Source: an optimization exercise on an open RTL-to-GDS flow (aim: small area). Production flows keep margins and buffers that such runs may drop. Only simulation tests tie the RTL to the original design; equivalence was not proved. Power and IR drop assume default switching activity.

--- design/flow/design.v ---
module tpic_readback #(
    parameter int WIDTH   = 432,
    parameter int CLK_DIV = 2
) (
    input  logic             clk_i,
    input  logic             reset_n_i,
    input  logic             start_i,
    input  logic [WIDTH-1:0] data_i,
    input  logic             tpic_miso_i,
    output logic             sclk_o,
    output logic             sout_o,
    output logic             rck_o,
    output logic             busy_o,
    output logic             done_o,
    output logic [WIDTH-1:0] readback_o,
    output logic             mismatch_o,
    output logic [15:0]      error_count_o
);
    localparam int CW = $clog2(4 * WIDTH + 1);
    localparam int EW = $clog2(WIDTH + 1);
    localparam logic [CW-1:0] LAST_CNT = CW'(4 * WIDTH - 1);
    typedef enum logic [1:0] {
        IDLE,
        LOAD,
        RUN,
        FIN
    } state_t;
    state_t           state_q;
    logic [CW-1:0]    cnt_q;       
    logic             cap_q;       
    logic             valid_q;     
    logic             done_q;
    logic [EW-1:0]    errCount_q;
    logic [WIDTH-1:0] imgN_q;      
    wire msb = ~imgN_q[WIDTH-1];
    always_ff @(posedge clk_i or negedge reset_n_i) begin
        if (!reset_n_i) begin
            state_q    <= IDLE;
            cnt_q      <= '0;
            cap_q      <= 1'b0;
            valid_q    <= 1'b0;
            done_q     <= 1'b0;
            errCount_q <= '0;
        end else begin
            done_q <= 1'b0;
            unique case (state_q)
                IDLE: begin
                    if (start_i) begin
                        state_q    <= LOAD;
                        errCount_q <= '0;
                    end
                end
                LOAD: state_q <= RUN;
                RUN: begin
                    cnt_q <= cnt_q + CW'(1);
                    if (cnt_q[1:0] == 2'd1) begin
                        cap_q <= tpic_miso_i;
                        if (tpic_miso_i != msb)
                            errCount_q <= errCount_q + EW'(1);
                    end
                    if (cnt_q == LAST_CNT)
                        state_q <= FIN;
                end
                FIN: begin
                    state_q <= IDLE;
                    cnt_q   <= '0;
                    valid_q <= 1'b1;
                    done_q  <= 1'b1;
                end
            endcase
        end
    end
    always_ff @(posedge clk_i) begin
        if (state_q == IDLE && start_i)
            imgN_q <= ~data_i;
        else if (state_q == RUN && cnt_q[1:0] == 2'd3)
            imgN_q <= {imgN_q[WIDTH-2:0], ~cap_q};
    end
    assign sclk_o        = cnt_q[1];
    assign sout_o        = (state_q == LOAD || state_q == RUN) & msb;
    assign rck_o         = 1'b0;
    assign busy_o        = (state_q != IDLE);
    assign done_o        = done_q;
    assign readback_o    = valid_q ? ~imgN_q : '0;
    assign mismatch_o    = |errCount_q;
    assign error_count_o = 16'(errCount_q);
endmodule
--- design/flow/run.sh ---
#!/bin/bash
# synth_recipe.tcl (not shown) runs the flow's synth.tcl, then flattens the netlist and writes it again
# the make line also repeats each setting of config.mk as NAME=value (left out here)
make -C /OpenROAD-flow-scripts/flow DESIGN_CONFIG=/design/flow/config.mk WORK_HOME=/design/flow/orfs CLKGATE_MAP_FILE= SYNTH_SCRIPT=/design/flow/synth_recipe.tcl finish
--- design/flow/config.mk ---
export PLATFORM = sky130hd
export DESIGN_NAME = tpic_readback
export DESIGN_NICKNAME = tpic_readback
export VERILOG_FILES = /design/flow/design.v
export SDC_FILE = /design/flow/constraint.sdc
export NUM_CORES = 4
export LEC_CHECK = 0
export CAP_MARGIN = 20
export CORE_AREA = 5 5 345 345
export DIE_AREA = 0 0 350 350
export SLEW_MARGIN = 20
--- design/flow/constraint.sdc ---
create_clock -name core_clock -period 10.0 [get_ports {clk_i}]
set_input_delay 2.0000 -clock core_clock [delete_from_list [all_inputs] [get_ports {clk_i}]]
set_output_delay 2.0000 -clock core_clock [all_outputs]
set_load 0.01 [all_outputs]
==> out/results.tsv, run 1 <==
stage	metric	value	unit
critical_path	critical path data arrival time	3.37	ns
detailed_routing	routed vias/inst	4.07	
critical_path	crit path max fanout	153	
die	die span in x	350	um
die	Cell Rows	124	
synthesis	number of flops mapped to enable cells by yosys	432	
critical_path	Slowest cell on crit path	dfrtp_4	
clock_tree	# hold bufs at CTS	0	
synthesis	Syn Area/Cell	10.6	um2
place	PortBufs	881	
timing	setup ws final	4.63	ns
global_route	Overall Global Routing Usage	13.8	%
die	Die ar.	123000	um2
clock_tree	post-CTS setup buffers	0	
detailed_routing	Iter 0 DRT Violations	1502	
global_route	initial antenna violation count	43	
critical_path	cells along the critical path	buf_12 > nor2b_1 > clkdlybuf4s50_1	
outcome	run status	finished clean	
critical_path	Top Family by Delay on Critical Path	buffers and inverters	
synthesis	Post-Syn Area	21400	um2
finish	layout cells sized above 1	3.18	%
synthesis	async set or reset register ratio after synthesis	5.47	%
flow_run	max_cap viols	0	
synthesis	Main synth FF type	edfxtp_1	
timing	minimum clock period	5.37	ns
pwr	P per Cell Area	127	nW/um2
timing	relative slew slack	30.0	%
pwr	P_leak	0.0111	uW
detailed_routing	DRT antenna net count	0	
clock_tree	TritonCTS clock tree	yes	
critical_path	startpoint types	register	
pwr	Max VDD drop	130	uV
clock_tree	post-CTS sizing	0	
timing	Worst Skew	0.0120	ns
clock_tree	H-tree Lvls	2	
timing	Sum Neg Setup Slack	0	ns
critical_path	Crit. End Element	output pin	
die	Core ar.	115000	um2
place	hpwl dp	68800	um
synthesis	Seq/Total Area, Yosys	63.4	%
timing	RSZ-0062 raised after global routing	false	
timing	final setup vio count	0	
place	worst slack, placed	4.81	ns
clock_tree	Inserted Clock Buffers	56	
global_route	total gr overflow	0	
synthesis	Syn. warnings	1	
worst_hold_path	HP Class	register to register	
critical_path	WS Path Type	register to output pin	
die	die span in y	350	um
timing	final slew viol count	0	
detailed_routing	total number of vias	17911	
timing	Final Hold Fails	0	
clock_tree	Skew-Pair Late Insertion Delay	0.62	ns
critical_path	CP bufs+invs	2	
detailed_routing	drt wl/cell	20.5	um
clock_tree	Root Buffer	clkbuf_16	
die	Top-Level Pins	890	
clock_tree	Clock Sinks	457	
synthesis	unique cell type count in the Yosys netlist	35	
pwr	total power	4270	uW
critical_path	CP required	8.00	ns
finish	final core occ	29.2	%
critical_path	crit-path max cell delay	0.93	ns
global_route	vias in the first global route	17702	
place	Final GP Congestion	0.852	
detailed_routing	total wire length	89900	um
finish	register area	13600	um2
global_route	largest net degree at the start of global routing	243	
clock_tree	CTS max path bufs	3	
timing	Worst Tran Pin Value	1.05	ns
synthesis	register bit total from synthesis	457	
finish	Layout Nets	3266	
die	Starting Density	18.7	%
synthesis	Syn Inst Count	2021	
clock_tree	CTS clk-pin slew, worst paths	0.06	ns
finish	fillers	11856	
finish	multi-input gate area in the final layout	7200	um2
detailed_routing	Detailed Routing Iterations Pass 1	5	
timing	fin crit share	53.7	%
timing	Achievable Freq	0.186	GHz
finish	Synth-to-Final Area Change	56.3	%
detailed_routing	DRC Markers	0	
global_route	first-pass GRT wire length	124000	um
[logic make-up after synthesis]
kind of cell / Yosys count / share of synthesized area, %
AO/OA/AOI/OAI: 454 / 10.8
XOR/XNOR: 10 / 0.409
adder cells (fa/ha/maj): 8 / 0.467
buffers and inverters: 164 / 3.17
flip-flops: 457 / 63.4
multiplexers: 3 / 0.152
other: 1 / 0.0175
AND/OR/NAND/NOR: 924 / 21.6
[layout make-up]
class	count	area share, %
Clock inverter	30	0.721
Clock buffer	72	4.43
Tap cell	1512	5.65
Antenna cell	19	0.142
Multi-Input combinational cell	1407	21.5
Timing Repair Buffer	892	26.8
Inverter	8	0.0897
Sequential cell	457	40.6
[flip-flops by register name (all words and copies together) (netlist names)]
register and cells:
errCount_q 9, cnt_q 11, state_q 2, imgN_q 432, done_q 1, cap_q 1, valid_q 1
[cells in the mapped netlist (9+ instances only)]
cell | count | area [um2]
nand2_1 | 449 | 1690
buf_1 | 12 | 45.0
o21ai_0 | 436 | 2180
a21oi_1 | 9 | 45.0
edfxtp_1 | 432 | 13000
nor2b_1 | 433 | 2710
buf_2 | 9 | 45.0
nor2_1 | 12 | 45.0
clkbuf_1 | 124 | 465
dfrtp_1 | 25 | 626
[through the flow]
stage | std cells | hold WS, ns | cell area [um2]
6_report | 4397 | 0.547 | 33500
4_1_cts | 4378 | 0.552 | 33400
3_3_place_gp | 4276 | 0.529 | 31700
5_1_grt | 4382 | 0.575 | 33500
2_1_floorplan | 2028 | 0.479 | 21500
3_5_place_dp | 4276 | 0.538 | 31700
[power breakdown]
group / internal [uW] / switching, uW
Combinational: 166 / 54.3
Sequential: 2070 / 10.6
Clock: 1140 / 830
[worst paths after layout]
kind | cells after the start | end | slack, ns | startpoint
max in group asynchronous | 2 | valid_q | 7.94 | reset_n_i
worst max-delay path | 3 | readback_o[201] | 4.63 | valid_q
worst max register to register | 6 | imgN_q[271] | 6.42 | state_q[0]
min in group asynchronous | 2 | errCount_q[1] | 1.76 | reset_n_i
worst min-delay path | 2 | imgN_q[44] | 0.55 | imgN_q[43]
worst min register to register | 2 | imgN_q[44] | 0.55 | imgN_q[43]
[layout by cell type, fill, tap and decap left out, types with 2 or more instances in the layout]
cell               n
nand2_1          447
bufinv_16          4
ha_1               8
nand4_1            5
conb_1             8
o21ai_1            4
clkdlybuf4s50_1  881
o31ai_1            3
xnor2_1            6
clkinvlp_4         2
nand3_1            5
a21oi_1            9
clkinv_2           9
dfrtp_1           24
edfxtp_1         432
clkbuf_1          15
mux2_2             2
nor3_1             4
o21ai_0          436
clkinv_1          14
xor2_1             4
diode_2           19
inv_1              8
buf_4              4
clkbuf_16         57
nor2b_1          433
nor4_1             2
nor2_1            12
buf_12             7
or3_1              6
or4_1              2
[per-layer routing]
layer,vias up,global-route usage [%],part of all wire (%)
met5,-,0,0.18
met3,136,5.99,11
met1,8477,16.4,39
li1,8528,-,-
met2,744,22.4,47
met4,26,4.41,2.8
[worst register-to-register path, stage by stage, from the launching register on]
cell and delay [ns]:
dfrtp_1 0.38, inv_1 0.09, ha_1 0.32, nand2_4 0.50, buf_12 0.62, buf_4 1.13, o21ai_0 0.25
==> inputs of run 2 (changes only) <==
--- a/design/flow/design.v
+++ b/design/flow/design.v
@@ -70,11 +70,13 @@
             endcase
         end
     end
+    wire ld = (state_q == IDLE) & start_i;
+    wire sh = (state_q == RUN) & (cnt_q[1:0] == 2'd3);
+    wire hd = ~(ld | sh);
+    wire [WIDTH-1:0] img  = ~imgN_q;
+    wire [WIDTH-1:0] prev = {img[WIDTH-2:0], cap_q};
     always_ff @(posedge clk_i) begin
-        if (state_q == IDLE && start_i)
-            imgN_q <= ~data_i;
-        else if (state_q == RUN && cnt_q[1:0] == 2'd3)
-            imgN_q <= {imgN_q[WIDTH-2:0], ~cap_q};
+        imgN_q <= ~(({WIDTH{hd}} & img) | ({WIDTH{sh}} & prev) | ({WIDTH{ld}} & data_i));
     end
     assign sclk_o        = cnt_q[1];
     assign sout_o        = (state_q == LOAD || state_q == RUN) & msb;
--- a/design/flow/config.mk
+++ b/design/flow/config.mk
@@ -5,7 +5,8 @@
 export SDC_FILE = /design/flow/constraint.sdc
 export NUM_CORES = 4
 export LEC_CHECK = 0
+export ABC_AREA = 1
 export CAP_MARGIN = 20
-export CORE_AREA = 5 5 345 345
-export DIE_AREA = 0 0 350 350
+export CORE_AREA = 2 2 368 118
+export DIE_AREA = 0 0 370 120
 export SLEW_MARGIN = 20
==> run 2 against run 1 <==
  * Still clean
  * Critical path depth up 1
  * Final area down 18%
  * Core utilization up 37 points
  * Fmax up 2.0%
  * Largest cell class unchanged
  * Largest power group is now combinational logic
==> out/results.tsv, run 2 <==
stage	metric	value	unit	change
outcome	run status	finished clean		unchanged
place	hpwl dp	52800	um	was 68800 um
timing	fin crit share	52.7	%	was 53.7%
timing	final slew viol count	0		unchanged
synthesis	Syn Area/Cell	8.30	um2	was 10.6 um2
die	Top-Level Pins	890		unchanged
finish	Biggest register	imgN_q		unchanged
finish	most common cell after layout, fill and taps aside	clkdlybuf4s50_1		unchanged
clock_tree	Inserted Clock Buffers	37		was 56
die	Cell Rows	42		was 124
clock_tree	H-tree Lvls	2		unchanged
detailed_routing	routed vias/inst	5.62		was 4.07
synthesis	top post-synthesis cells by area	dfxtp_1 (49%), o22ai_1 (15%), a21oi_1 (12%), nor2_1 (9.8%), dfrtp_1 (3.5%)		was edfxtp_1 (61%), nor2b_1 (13%), o21ai_0 (10%), nand2_1 (7.9%), dfrtp_1 (2.9%)
timing	relative slew slack	27.5	%	was 30.0%
die	Core ar.	41800	um2	was 115000 um2
pwr	Max VDD drop	180	uV	was 130 uV
clock_tree	post-CTS setup buffers	0		unchanged
synthesis	Post-Syn Area	17700	um2	was 21400 um2
synthesis	Main synth FF type	dfxtp_1		was edfxtp_1
global_route	initial antenna violation count	7		was 43
synthesis	Seq/Total Area, Yosys	52.5	%	was 63.4%
global_route	vias in the first global route	17320		was 17702
die	Starting Density	42.3	%	was 18.7%
synthesis	Synth Area in Adders	0.637	%	was 0.467%
critical_path	Crit. End Element	output pin		unchanged
critical_path	startpoint types	register		unchanged
detailed_routing	total number of vias	19471		was 17911
timing	final setup vio count	0		unchanged
synthesis	register bit total from synthesis	457		unchanged
die	die span in x	370	um	was 350 um
clock_tree	Clock Sinks	457		unchanged
worst_hold_path	HP Class	register to register		unchanged
critical_path	CP required	8.00	ns	about the same
finish	final instance area	27500	um2	was 33500 um2
place	Final GP Congestion	0.955		was 0.852
pwr	P per Cell Area	362	nW/um2	was 127 nW/um2
global_route	largest net degree at the start of global routing	219		was 243
global_route	first-pass GRT wire length	108000	um	was 124000 um
finish	multi-input gate area in the final layout	7270	um2	was 7200 um2
synthesis	Synth top cells by count	nor2_1 (460), a21oi_1 (439), dfxtp_1 (432)		was nand2_1 (449), o21ai_0 (436), nor2b_1 (433)
global_route	total gr overflow	0		unchanged
timing	Worst Tran Pin Value	1.09	ns	was 1.05 ns
synthesis	Syn. warnings	1		unchanged
synthesis	unique cell type count in the Yosys netlist	25		was 35
flow_run	max_cap viols	0		unchanged
detailed_routing	Detailed Routing Iterations Pass 1	6		was 5
die	die span in y	120	um	was 350 um
clock_tree	CTS max path bufs	3		unchanged
synthesis	area fraction in compound gates after synthesis	28.3	%	was 10.8%
finish	Layout Nets	3308		was 3266
synthesis	largest family of logic cells by synthesized area	compound AO/OA/AOI/OAI gates		was simple AND/OR/NAND/NOR gates
detailed_routing	Iter 0 DRT Violations	2141		was 1502
synthesis	async set or reset register ratio after synthesis	5.47	%	unchanged
finish	layout cells sized above 1	2.36	%	was 3.18%
timing	Final Hold Fails	0		unchanged
synthesis	simple-gate portion of the synthesized area	11.8	%	was 21.6%
synthesis	number of flops mapped to enable cells by yosys	0		was 432
pwr	P_leak	0.0104	uW	was 0.0111 uW
detailed_routing	DRC Markers	0		unchanged
finish	fillers	3615		was 11856
finish	register area	9270	um2	was 13600 um2
finish	Synth-to-Final Area Change	55.4	%	was 56.3%
critical_path	crit path max fanout	218		was 153
synthesis	mux cell area share after synthesis	0	%	was 0.152%
clock_tree	CTS clk-pin slew, worst paths	0.07	ns	was 0.06 ns
synthesis	XOR/XNOR share of the synthesized area	0.149	%	was 0.409%
global_route	Overall Global Routing Usage	31.7	%	was 13.8%
timing	minimum clock period	5.27	ns	was 5.37 ns
finish	most frequent cells in the layout	clkdlybuf4s50_1 (881), nor2_1 (460), a21oi_1 (439)		was clkdlybuf4s50_1 (881), nand2_1 (447), o21ai_0 (436)
clock_tree	post-CTS sizing	0		unchanged
place	Post-DP Area	26300	um2	was 31700 um2
synthesis	most frequent cell after synthesis	nor2_1		was nand2_1
clock_tree	TritonCTS clock tree	yes		unchanged
clock_tree	Root Buffer	clkbuf_16		unchanged
timing	Worst Skew	0.0141	ns	was 0.0120 ns
die	Die ar.	44400	um2	was 123000 um2
timing	RSZ-0062 raised after global routing	false		unchanged
clock_tree	# hold bufs at CTS	0		unchanged
place	PortBufs	881		unchanged
detailed_routing	drt wl/cell	21.8	um	was 20.5 um
detailed_routing	total wire length	75500	um	was 89900 um
critical_path	critical path data arrival time	3.27	ns	was 3.37 ns
finish	max reg flops	432		unchanged
timing	Achievable Freq	0.190	GHz	was 0.186 GHz
clock_tree	Skew-Pair Late Insertion Delay	0.55	ns	was 0.62 ns
synthesis	Syn Inst Count	2128		was 2021
detailed_routing	DRT antenna net count	0		unchanged
synthesis	cell taking the most area after synthesis	dfxtp_1		was edfxtp_1
critical_path	WS Path Type	register to output pin		unchanged
timing	Sum Neg Setup Slack	0	ns	unchanged
synthesis	Yosys top cell area share	48.9	%	was 60.5%
finish	biggest registers after layout	imgN_q (432), cnt_q (11), errCount_q (9)		unchanged
[run 2: changes by cell type after synthesis, moves of 12 or more]
cell,before,now
nor2_1,12,460
nor2b_1,433,0
dfxtp_1,0,432
edfxtp_1,432,0
o22ai_1,0,431
a21oi_1,9,439
o21ai_0,436,14
nand2_1,449,57
buf_2,9,86
clkbuf_1,124,60
buf_4,8,49
inv_1,8,25
nand3_1,5,17
[run 2: per-stage QoR]
step	setup WS (ns)	hold WS (ns)	std cells	total power, uW	utilization [%]
after floorplan	6.87	0.438	2135	5660	-
after global placement	5.13	0.488	3396	8360	63.0
after detailed placement	5.08	0.478	3396	8420	63.0
after CTS	4.77	0.508	3459	9920	65.7
after global routing	4.60	0.523	3461	10500	65.7
final	4.73	0.509	3462	9950	65.7
[run 2: final timing paths]
kind	to	startpoint	cells past startpoint	slack (ns)
setup / recovery	readback_o[249]	valid_q	4	4.73
hold / removal	imgN_q[0]	cap_q	1	0.51
setup reg to reg	imgN_q[419]	state_q[0]	7	5.51
hold reg to reg	imgN_q[0]	cap_q	1	0.51
max in group asynchronous	cnt_q[9]	reset_n_i	2	7.91
min in group asynchronous	cap_q	reset_n_i	2	1.82
[run 2: final cells by class]
cell class                      instances  share of cell area (%)
Sequential cell                       457                    33.8
Inverter                               27                   0.424
Clock inverter                          9                   0.260
Antenna cell                            3                  0.0273
Multi-Input combinational cell       1450                    26.5
Clock buffer                           54                    3.90
Timing Repair Buffer                  890                    32.5
Tap cell                              572                    2.61
[run 2: routing by layer]
| metal | part of all wire [%] | up-vias | GRT usage (%) |
|---|---|---|---|
| met5 | 0.024 | - | 0 |
| met4 | 2.7 | 4 | 8.92 |
| met3 | 7.8 | 140 | 8.16 |
| met2 | 47 | 808 | 51.1 |
| met1 | 42 | 9408 | 42.1 |
| li1 | - | 9111 | - |
[run 2: worst max-delay path, cell delays in order (launching register included)]
cell	delay (ns)
dfrtp_1	0.43
inv_8	0.51
buf_12	0.74
nor2_1	0.26
clkdlybuf4s50_1	0.59
[run 2: logic make-up (layout without fill, tap and decap cells)]
group           after synthesis  after routing
other cells                   1             11
compound gates              889            889
simple gates                541            541
buf+inv                     228            980
xor+xnor                      3              3
fa+ha+maj                     9              9
flops                       457            457
[run 2: where the power goes]
part	switching, uW	leakage (uW)	internal, uW	total, uW
registers	842	0.00397	2750	3590
logic	2280	0.00589	2590	4880
clock network	708	0.000570	771	1480
==> inputs of run 3 (changes only) <==
==> design/flow/flow/run.sh (new file) <==
#!/bin/bash
# The standard layout, except that the port buffers are the platform's
# smallest buffer (buf_1) rather than the one buffer_ports picks by default.
set -euo pipefail
bash standard.sh 'BUFFER_PORTS_ARGS=-buffer_cell sky130_fd_sc_hd__buf_1' finish > standard.log 2>&1
==> design/flow/standard.sh (new file) <==
#!/bin/bash
# synth_recipe.tcl (not shown) runs the flow's synth.tcl, then flattens the netlist and writes it again
# the make line also repeats each setting of config.mk as NAME=value (left out here)
make -C /OpenROAD-flow-scripts/flow DESIGN_CONFIG=/design/flow/config.mk WORK_HOME=/design/flow/orfs CLKGATE_MAP_FILE= SYNTH_SCRIPT=/design/flow/synth_recipe.tcl "${@:-finish}"
--- a/design/flow/config.mk
+++ b/design/flow/config.mk
@@ -7,6 +7,6 @@
 export LEC_CHECK = 0
 export ABC_AREA = 1
 export CAP_MARGIN = 20
-export CORE_AREA = 2 2 368 118
-export DIE_AREA = 0 0 370 120
+export CORE_AREA = 2 2 368 88
+export DIE_AREA = 0 0 370 90
 export SLEW_MARGIN = 20
removed: design/flow/run.sh
==> run 3 against run 2 <==
  * Die area shrank 25%
  * Critical endpoint is now readback_o[156]
  * Critical path depth stayed put
  * Sequential share of layout area rose by 8.6 points
  * Count of clock-buffer cells in the layout fell by 3
  * Setup slack gained 0.54 ns
  * Final area down 20%
  * Clock power increased by 5%
==> out/results.tsv, run 3 <==
stage	metric	value	unit	change
clock_tree	Clock Sinks	457		unchanged
critical_path	crit-path max cell delay	0.87	ns	was 0.74 ns
pwr	Logic pwr share	40.6	%	was 49.0%
critical_path	CP bufs+invs	3		unchanged
clock_tree	H-tree Lvls	2		unchanged
timing	Sum Neg Setup Slack	0	ns	unchanged
clock_tree	CTS max path bufs	3		unchanged
timing	fin crit share	47.3	%	was 52.7%
place	hpwl dp	46500	um	was 52800 um
synthesis	number of flops mapped to enable cells by yosys	0		unchanged
worst_hold_path	Worst Hold Launch	cap_q		unchanged
finish	non-filler cells, final	3315		was 3462
clock_tree	Inserted Clock Buffers	35		was 37
outcome	run status	finished clean		unchanged
critical_path	startpoint types	register		unchanged
global_route	first-pass GRT wire length	98900	um	was 108000 um
timing	Worst Tran Pin Value	1.23	ns	was 1.09 ns
die	Die ar.	33300	um2	was 44400 um2
clock_tree	# hold bufs at CTS	0		unchanged
critical_path	Reg-to-Reg Start	state_q[0]		unchanged
detailed_routing	total number of vias	19724		was 19471
place	Post-Place Cells	3253		was 3396
synthesis	Yosys top cell area share	48.9	%	unchanged
synthesis	most frequent cell after synthesis	nor2_1		unchanged
critical_path	Crit. End Element	output pin		unchanged
finish	layout cells sized above 1	2.49	%	was 2.36%
pwr	Int Power	4930	uW	was 6120 uW
synthesis	cell taking the most area after synthesis	dfxtp_1		unchanged
detailed_routing	total wire length	67100	um	was 75500 um
finish	ANT cells	0		was 3
pwr	P_sw	3730	uW	was 3830 uW
die	Top-Level Pins	890		unchanged
global_route	largest net degree at the start of global routing	242		was 219
die	Starting Density	57.3	%	was 42.3%
clock_tree	Root Buffer	clkbuf_16		unchanged
synthesis	Seq/Total Area, Yosys	52.5	%	unchanged
critical_path	CP required	8.00	ns	about the same
critical_path	Slowest cell on crit path	buf_4		was buf_12
finish	Biggest register	imgN_q		unchanged
detailed_routing	Detailed Routing Iterations Pass 1	6		unchanged
die	Core ar.	30800	um2	was 41800 um2
timing	setup ws final	5.27	ns	was 4.73 ns
timing	relative slew slack	17.9	%	was 27.5%
synthesis	Syn. warnings	1		unchanged
finish	most common cell after layout, fill and taps aside	buf_1		was clkdlybuf4s50_1
timing	Final Hold Fails	0		unchanged
critical_path	Top Family by Delay on Critical Path	buffers and inverters		unchanged
finish	most frequent cells in the layout	buf_1 (881), nor2_1 (460), a21oi_1 (439)		was clkdlybuf4s50_1 (881), nor2_1 (460), a21oi_1 (439)
timing	RSZ-0062 raised after global routing	false		unchanged
place	worst slack, placed	5.60	ns	was 5.08 ns
finish	max reg flops	432		unchanged
critical_path	critical path data arrival time	2.73	ns	was 3.27 ns
critical_path	cells along the critical path	inv_8 > buf_4 > nor2_1 > buf_1		was inv_8 > buf_12 > nor2_1 > clkdlybuf4s50_1
timing	final setup vio count	0		unchanged
pwr	Clock power frac	18.0	%	was 14.9%
synthesis	async set or reset register ratio after synthesis	5.47	%	unchanged
critical_path	WS Path Type	register to output pin		unchanged
finish	final core occ	70.9	%	was 65.7%
critical_path	crit path from	valid_q		unchanged
synthesis	top post-synthesis cells by area	dfxtp_1 (49%), o22ai_1 (15%), a21oi_1 (12%), nor2_1 (9.8%), dfrtp_1 (3.5%)		unchanged
finish	biggest registers after layout	imgN_q (432), cnt_q (11), errCount_q (9)		unchanged
synthesis	Syn Inst Count	2128		unchanged
place	Final GP Congestion	1.01		was 0.955
detailed_routing	Iter 0 DRT Violations	2362		was 2141
die	die span in x	370	um	unchanged
synthesis	Post-Syn Area	17700	um2	unchanged
pwr	Sw Ratio	43.1	%	was 38.5%
timing	minimum clock period	4.73	ns	was 5.27 ns
pwr	P per Cell Area	396	nW/um2	was 362 nW/um2
global_route	vias in the first global route	17802		was 17320
global_route	total gr overflow	0		unchanged
pwr	Max VDD drop	233	uV	was 180 uV
finish	Synth-to-Final Area Change	23.8	%	was 55.4%
critical_path	crit path max fanout	104		was 218
timing	final slew viol count	0		unchanged
global_route	Overall Global Routing Usage	37.7	%	was 31.7%
detailed_routing	drt wl/cell	20.3	um	was 21.8 um
clock_tree	Skew-Pair Late Insertion Delay	0.54	ns	was 0.55 ns
synthesis	Main synth FF type	dfxtp_1		unchanged
worst_hold_path	HP Class	register to register		unchanged
detailed_routing	DRC Markers	0		unchanged
clock_tree	CTS clk-pin slew, worst paths	0.08	ns	was 0.07 ns
clock_tree	post-CTS setup buffers	0		unchanged
timing	Worst Skew	0.0215	ns	was 0.0141 ns
finish	fillers	2576		was 3615
synthesis	register bit total from synthesis	457		unchanged
timing	hold slack	0.483	ns	was 0.509 ns
timing	Achievable Freq	0.211	GHz	was 0.190 GHz
pwr	part of the power in registers	41.4	%	was 36.1%
synthesis	Synth top cells by count	nor2_1 (460), a21oi_1 (439), dfxtp_1 (432)		unchanged
pwr	P_leak	0.00813	uW	was 0.0104 uW
die	die span in y	90	um	was 120 um
detailed_routing	DRT antenna net count	0		unchanged
global_route	initial antenna violation count	5		was 7
clock_tree	post-CTS sizing	0		unchanged
finish	Layout Nets	3306		was 3308
clock_tree	TritonCTS clock tree	yes		unchanged
place	PortBufs	881		unchanged
flow_run	max_cap viols	0		unchanged
die	Cell Rows	31		was 42
synthesis	unique cell type count in the Yosys netlist	25		unchanged
synthesis	Syn Area/Cell	8.30	um2	unchanged
detailed_routing	routed vias/inst	5.95		was 5.62
[run 3: cell counts after synthesis]
Identical to the previous run, type by type.
[run 3: worst paths after layout]
| kind | slack, ns | cells after the start | to |
|---|---|---|---|
| setup / recovery | 5.27 | 4 | readback_o[156] |
| hold / removal | 0.48 | 1 | imgN_q[0] |
| setup reg to reg | 5.85 | 7 | imgN_q[168] |
| hold reg to reg | 0.48 | 1 | imgN_q[0] |
| max in group asynchronous | 8.29 | 2 | errCount_q[6] |
| min in group asynchronous | 1.43 | 2 | errCount_q[2] |
[run 3: layout make-up]
cell class / count / area (um2) / share of cell area [%]
sequential: 457 / 9270 / 42.4
multi-input combinational: 1450 / 7270 / 33.2
timing repair buffer: 890 / 3420 / 15.6
clock buffer: 51 / 1080 / 4.93
tap: 429 / 537 / 2.45
clock inverter: 11 / 171 / 0.784
inverter: 27 / 121 / 0.555
[run 3: logic make-up (layout without fill, tap and decap cells)]
group | count (synthesis) | after routing | synth area share [%]
fa+ha+maj | 9 | 9 | 0.637
simple gates | 541 | 541 | 11.8
buf+inv | 228 | 979 | 6.62
compound gates | 889 | 889 | 28.3
other cells | 1 | 8 | 0.0212
flops | 457 | 457 | 52.5
xor+xnor | 3 | 3 | 0.149
[run 3: power groups by stage]
stage	combinational (uW)	clock, uW	sequential [uW]
after floorplan	2360	0	3290
after global placement	3350	0	3540
after detailed placement	3450	0	3560
after CTS	3480	1570	3540
after global routing	3850	1660	3680
final	3520	1560	3580
[run 3: through the flow]
step	total power (uW)	instance area [um2]
finish	8660	21900
global route	9190	21900
CTS	8590	21900
detailed placement	7010	20600
global placement	6890	20600
floorplan	5660	17700
[run 3: layer usage]
metal	global-route usage, %	part of all wire (%)	vias to the layer above
met2	61.0	47	1046
met3	10.6	9.8	203
li1	-	-	9067
met1	49.0	40	9400
met4	11.9	3.4	8
met5	0	0.089	-
[run 3: worst reg2reg max path, delay by kind of cell, from the launching register on]
kind,cells,cell delay [ns]
buffers and inverters,2,0.72
adder cells (fa/ha/maj),1,0.65
AO/OA/AOI/OAI,2,0.81
AND/OR/NAND/NOR,2,1.46
flip-flops,1,0.42
==> inputs of run 4 (changes only) <==
--- a/design/flow/config.mk
+++ b/design/flow/config.mk
@@ -8,5 +8,8 @@
 export ABC_AREA = 1
 export CAP_MARGIN = 20
 export CORE_AREA = 2 2 368 88
+export CTS_BUF_LIST = sky130_fd_sc_hd__clkbuf_8
+export CTS_CLUSTER_DIAMETER = 60
+export CTS_CLUSTER_SIZE = 14
 export DIE_AREA = 0 0 370 90
 export SLEW_MARGIN = 20
==> run 4 against run 3 <==
  * Combinational power about the same
  * Cell count down 0.42%
  * Worst hold slack worse by 0.0023 ns
  * Via count down 1.3%
  * Critical path type unchanged
  * Largest power group unchanged
  * Flip-flop and latch count unchanged
  * Clock skew down 0.0047 ns
  * Wire length down 1.1%
==> out/results.tsv, run 4 <==
stage	metric	value	unit	change
global_route	total gr overflow	0		unchanged
synthesis	Main synth FF type	dfxtp_1		unchanged
critical_path	critical path data arrival time	2.74	ns	was 2.73 ns
place	hpwl dp	46500	um	unchanged
synthesis	unique cell type count in the Yosys netlist	25		unchanged
timing	final slew viol count	0		unchanged
synthesis	Syn. warnings	1		unchanged
synthesis	cell taking the most area after synthesis	dfxtp_1		unchanged
finish	layout cells sized above 1	1.92	%	was 2.49%
critical_path	crit path max fanout	241		was 104
pwr	Max VDD drop	236	uV	was 233 uV
synthesis	Synth top cells by count	nor2_1 (460), a21oi_1 (439), dfxtp_1 (432)		unchanged
die	Top-Level Pins	890		unchanged
synthesis	Yosys top cell area share	48.9	%	unchanged
synthesis	most frequent cell after synthesis	nor2_1		unchanged
synthesis	Post-Syn Area	17700	um2	unchanged
clock_tree	CTS max path bufs	3		unchanged
place	Final GP Congestion	1.01		unchanged
detailed_routing	drt wl/cell	20.1	um	was 20.3 um
finish	Layout Nets	3309		was 3306
clock_tree	Inserted Clock Buffers	38		was 35
clock_tree	Skew-Pair Late Insertion Delay	0.58	ns	was 0.54 ns
die	die span in y	90	um	unchanged
synthesis	async set or reset register ratio after synthesis	5.47	%	unchanged
detailed_routing	DRC Markers	0		unchanged
finish	final core occ	68.7	%	was 70.9%
detailed_routing	total wire length	66400	um	was 67100 um
timing	final setup vio count	0		unchanged
synthesis	Syn Area/Cell	8.30	um2	unchanged
synthesis	Seq/Total Area, Yosys	52.5	%	unchanged
timing	Worst Tran Pin Value	1.16	ns	was 1.23 ns
die	Starting Density	57.3	%	unchanged
die	Core ar.	30800	um2	unchanged
finish	most frequent cells in the layout	buf_1 (881), nor2_1 (460), a21oi_1 (439)		unchanged
clock_tree	# hold bufs at CTS	0		unchanged
clock_tree	post-CTS setup buffers	0		unchanged
finish	non-filler cells, final	3301		was 3315
detailed_routing	Iter 0 DRT Violations	2221		was 2362
timing	relative slew slack	22.9	%	was 17.9%
timing	RSZ-0062 raised after global routing	false		unchanged
finish	max reg flops	432		unchanged
global_route	initial antenna violation count	6		was 5
synthesis	Syn Inst Count	2128		unchanged
finish	biggest registers after layout	imgN_q (432), cnt_q (11), errCount_q (9)		unchanged
timing	Achievable Freq	0.211	GHz	about the same
detailed_routing	Detailed Routing Iterations Pass 1	6		unchanged
clock_tree	Root Buffer	clkbuf_8		was clkbuf_16
synthesis	register bit total from synthesis	457		unchanged
clock_tree	CTS clk-pin slew, worst paths	0.10	ns	was 0.08 ns
synthesis	number of flops mapped to enable cells by yosys	0		unchanged
global_route	Overall Global Routing Usage	37.3	%	was 37.7%
finish	Biggest register	imgN_q		unchanged
die	die span in x	370	um	unchanged
flow_run	max_cap viols	0		unchanged
finish	fillers	2686		was 2576
timing	minimum clock period	4.74	ns	was 4.73 ns
die	Cell Rows	31		unchanged
place	Post-Place Cells	3253		unchanged
pwr	P_leak	0.00783	uW	was 0.00813 uW
critical_path	WS Path Type	register to output pin		unchanged
critical_path	CP required	8.00	ns	about the same
outcome	run status	finished clean		unchanged
timing	fin crit share	47.4	%	was 47.3%
finish	multi-input gate area in the final layout	7270	um2	unchanged
timing	Final Hold Fails	0		unchanged
clock_tree	Clock Sinks	457		unchanged
detailed_routing	DRT antenna net count	0		unchanged
timing	Sum Neg Setup Slack	0	ns	unchanged
detailed_routing	routed vias/inst	5.90		was 5.95
clock_tree	TritonCTS clock tree	yes		unchanged
worst_hold_path	HP Class	register to register		unchanged
finish	Synth-to-Final Area Change	19.9	%	was 23.8%
die	Die ar.	33300	um2	unchanged
global_route	largest net degree at the start of global routing	242		unchanged
finish	most common cell after layout, fill and taps aside	buf_1		unchanged
clock_tree	H-tree Lvls	2		unchanged
critical_path	Crit. End Element	output pin		unchanged
timing	Worst Skew	0.0168	ns	was 0.0215 ns
global_route	first-pass GRT wire length	97800	um	was 98900 um
pwr	P per Cell Area	380	nW/um2	was 396 nW/um2
clock_tree	post-CTS sizing	0		unchanged
place	PortBufs	881		unchanged
critical_path	startpoint types	register		unchanged
finish	register area	9270	um2	unchanged
global_route	vias in the first global route	17652		was 17802
detailed_routing	total number of vias	19465		was 19724
synthesis	top post-synthesis cells by area	dfxtp_1 (49%), o22ai_1 (15%), a21oi_1 (12%), nor2_1 (9.8%), dfrtp_1 (3.5%)		unchanged
run 4: final timing paths:
check | start | end | slack, ns | cells past startpoint
max | valid_q | readback_o[68] | 5.26 | 4
min reg2reg | cap_q | imgN_q[0] | 0.48 | 1
min in group asynchronous | reset_n_i | errCount_q[2] | 1.38 | 2
max in group asynchronous | reset_n_i | errCount_q[0] | 8.36 | 2
min | cap_q | imgN_q[0] | 0.48 | 1
max reg2reg | state_q[0] | imgN_q[305] | 5.87 | 7
run 4: stage by stage:
stage	hold slack [ns]	worst slack (ns)	power, uW	area, um2
6_report	0.481	5.26	8060	21200
5_1_grt	0.493	5.08	8580	21200
4_1_cts	0.480	5.29	7980	21200
3_5_place_dp	0.463	5.60	7010	20600
3_3_place_gp	0.456	5.62	6890	20600
2_1_floorplan	0.438	6.87	5660	17700
run 4: routing by layer:
metal	routed length (um)	global-route usage [%]	part of all wire [%]	vias to the layer above
met3	6370	11.8	9.6	181
met5	57	0	0.086	-
met2	30600	59.5	46	927
met4	2070	12.0	3.1	8
li1	-	-	-	9047
met1	27300	48.1	41	9302
run 4: cell families (layout without fill, tap and decap cells):
logic type	count (synthesis)	in the layout	share of synthesized area (%)
DFF	457	457	52.5
and+or+nand+nor	541	541	11.8
AOI/OAI and AO/OA	889	889	28.3
buffers and inverters	228	964	6.62
other	1	9	0.0212
adders and majority gates	9	9	0.637
xor gates and xnor gates	3	3	0.149
run 4: where the power goes:
group	switching, uW	internal (uW)
logic	2190	1320
registers	822	2750
clock network	624	357
run 4: final cells by class:
class,instances,area share (%)
repair buffers,890,16.1
clock inverters,8,0.177
diodes,1,0.0118
flip-flops and latches,457,43.8
clock buffers,39,2.53
well taps,429,2.53
multi-input cells,1450,34.3
inverters,27,0.573
run 4: worst max-delay path: stages, from the launching register on:
cell and delay [ns]:
dfrtp_1 0.44, inv_8 0.36, buf_12 0.76, nor2_1 0.20, buf_1 0.21

re-timing with driven ports:
The results above use ideal ports. As a check the final layouts listed here were re-extracted and re-timed, cells and wires unchanged. Step 1 assumes that a clkbuf_16 drives the clock port and a buf_2 every other input. Step 2 times the ports against the registers' clock, not the clock port: input delays grow and output delays shrink by t, the midpoint of the rising clock arrivals with the driver on. Three values: no drivers, after step 1, after step 2; two values: the first two.
run	t, ns	setup slack, ns	worst hold slack (ns)	worst setup path at the end	latest minus earliest clock arrival (ns)
run 1	0.684	4.625 / 4.553 / 4.747	0.547 / 0.547 / 0.547	input to register	0.017 / 0.016
run 2	0.599	4.733 / 4.678 / 4.926	0.509 / 0.509 / 0.509	input to register	0.020 / 0.020
run 3	0.591	5.270 / 5.205 / 5.578	0.483 / 0.483 / 0.483	input to register	0.021 / 0.022
run 4	0.639	5.261 / 5.202 / 5.606	0.481 / 0.481 / 0.481	input to register	0.027 / 0.027
After both steps every run listed still meets setup and hold.
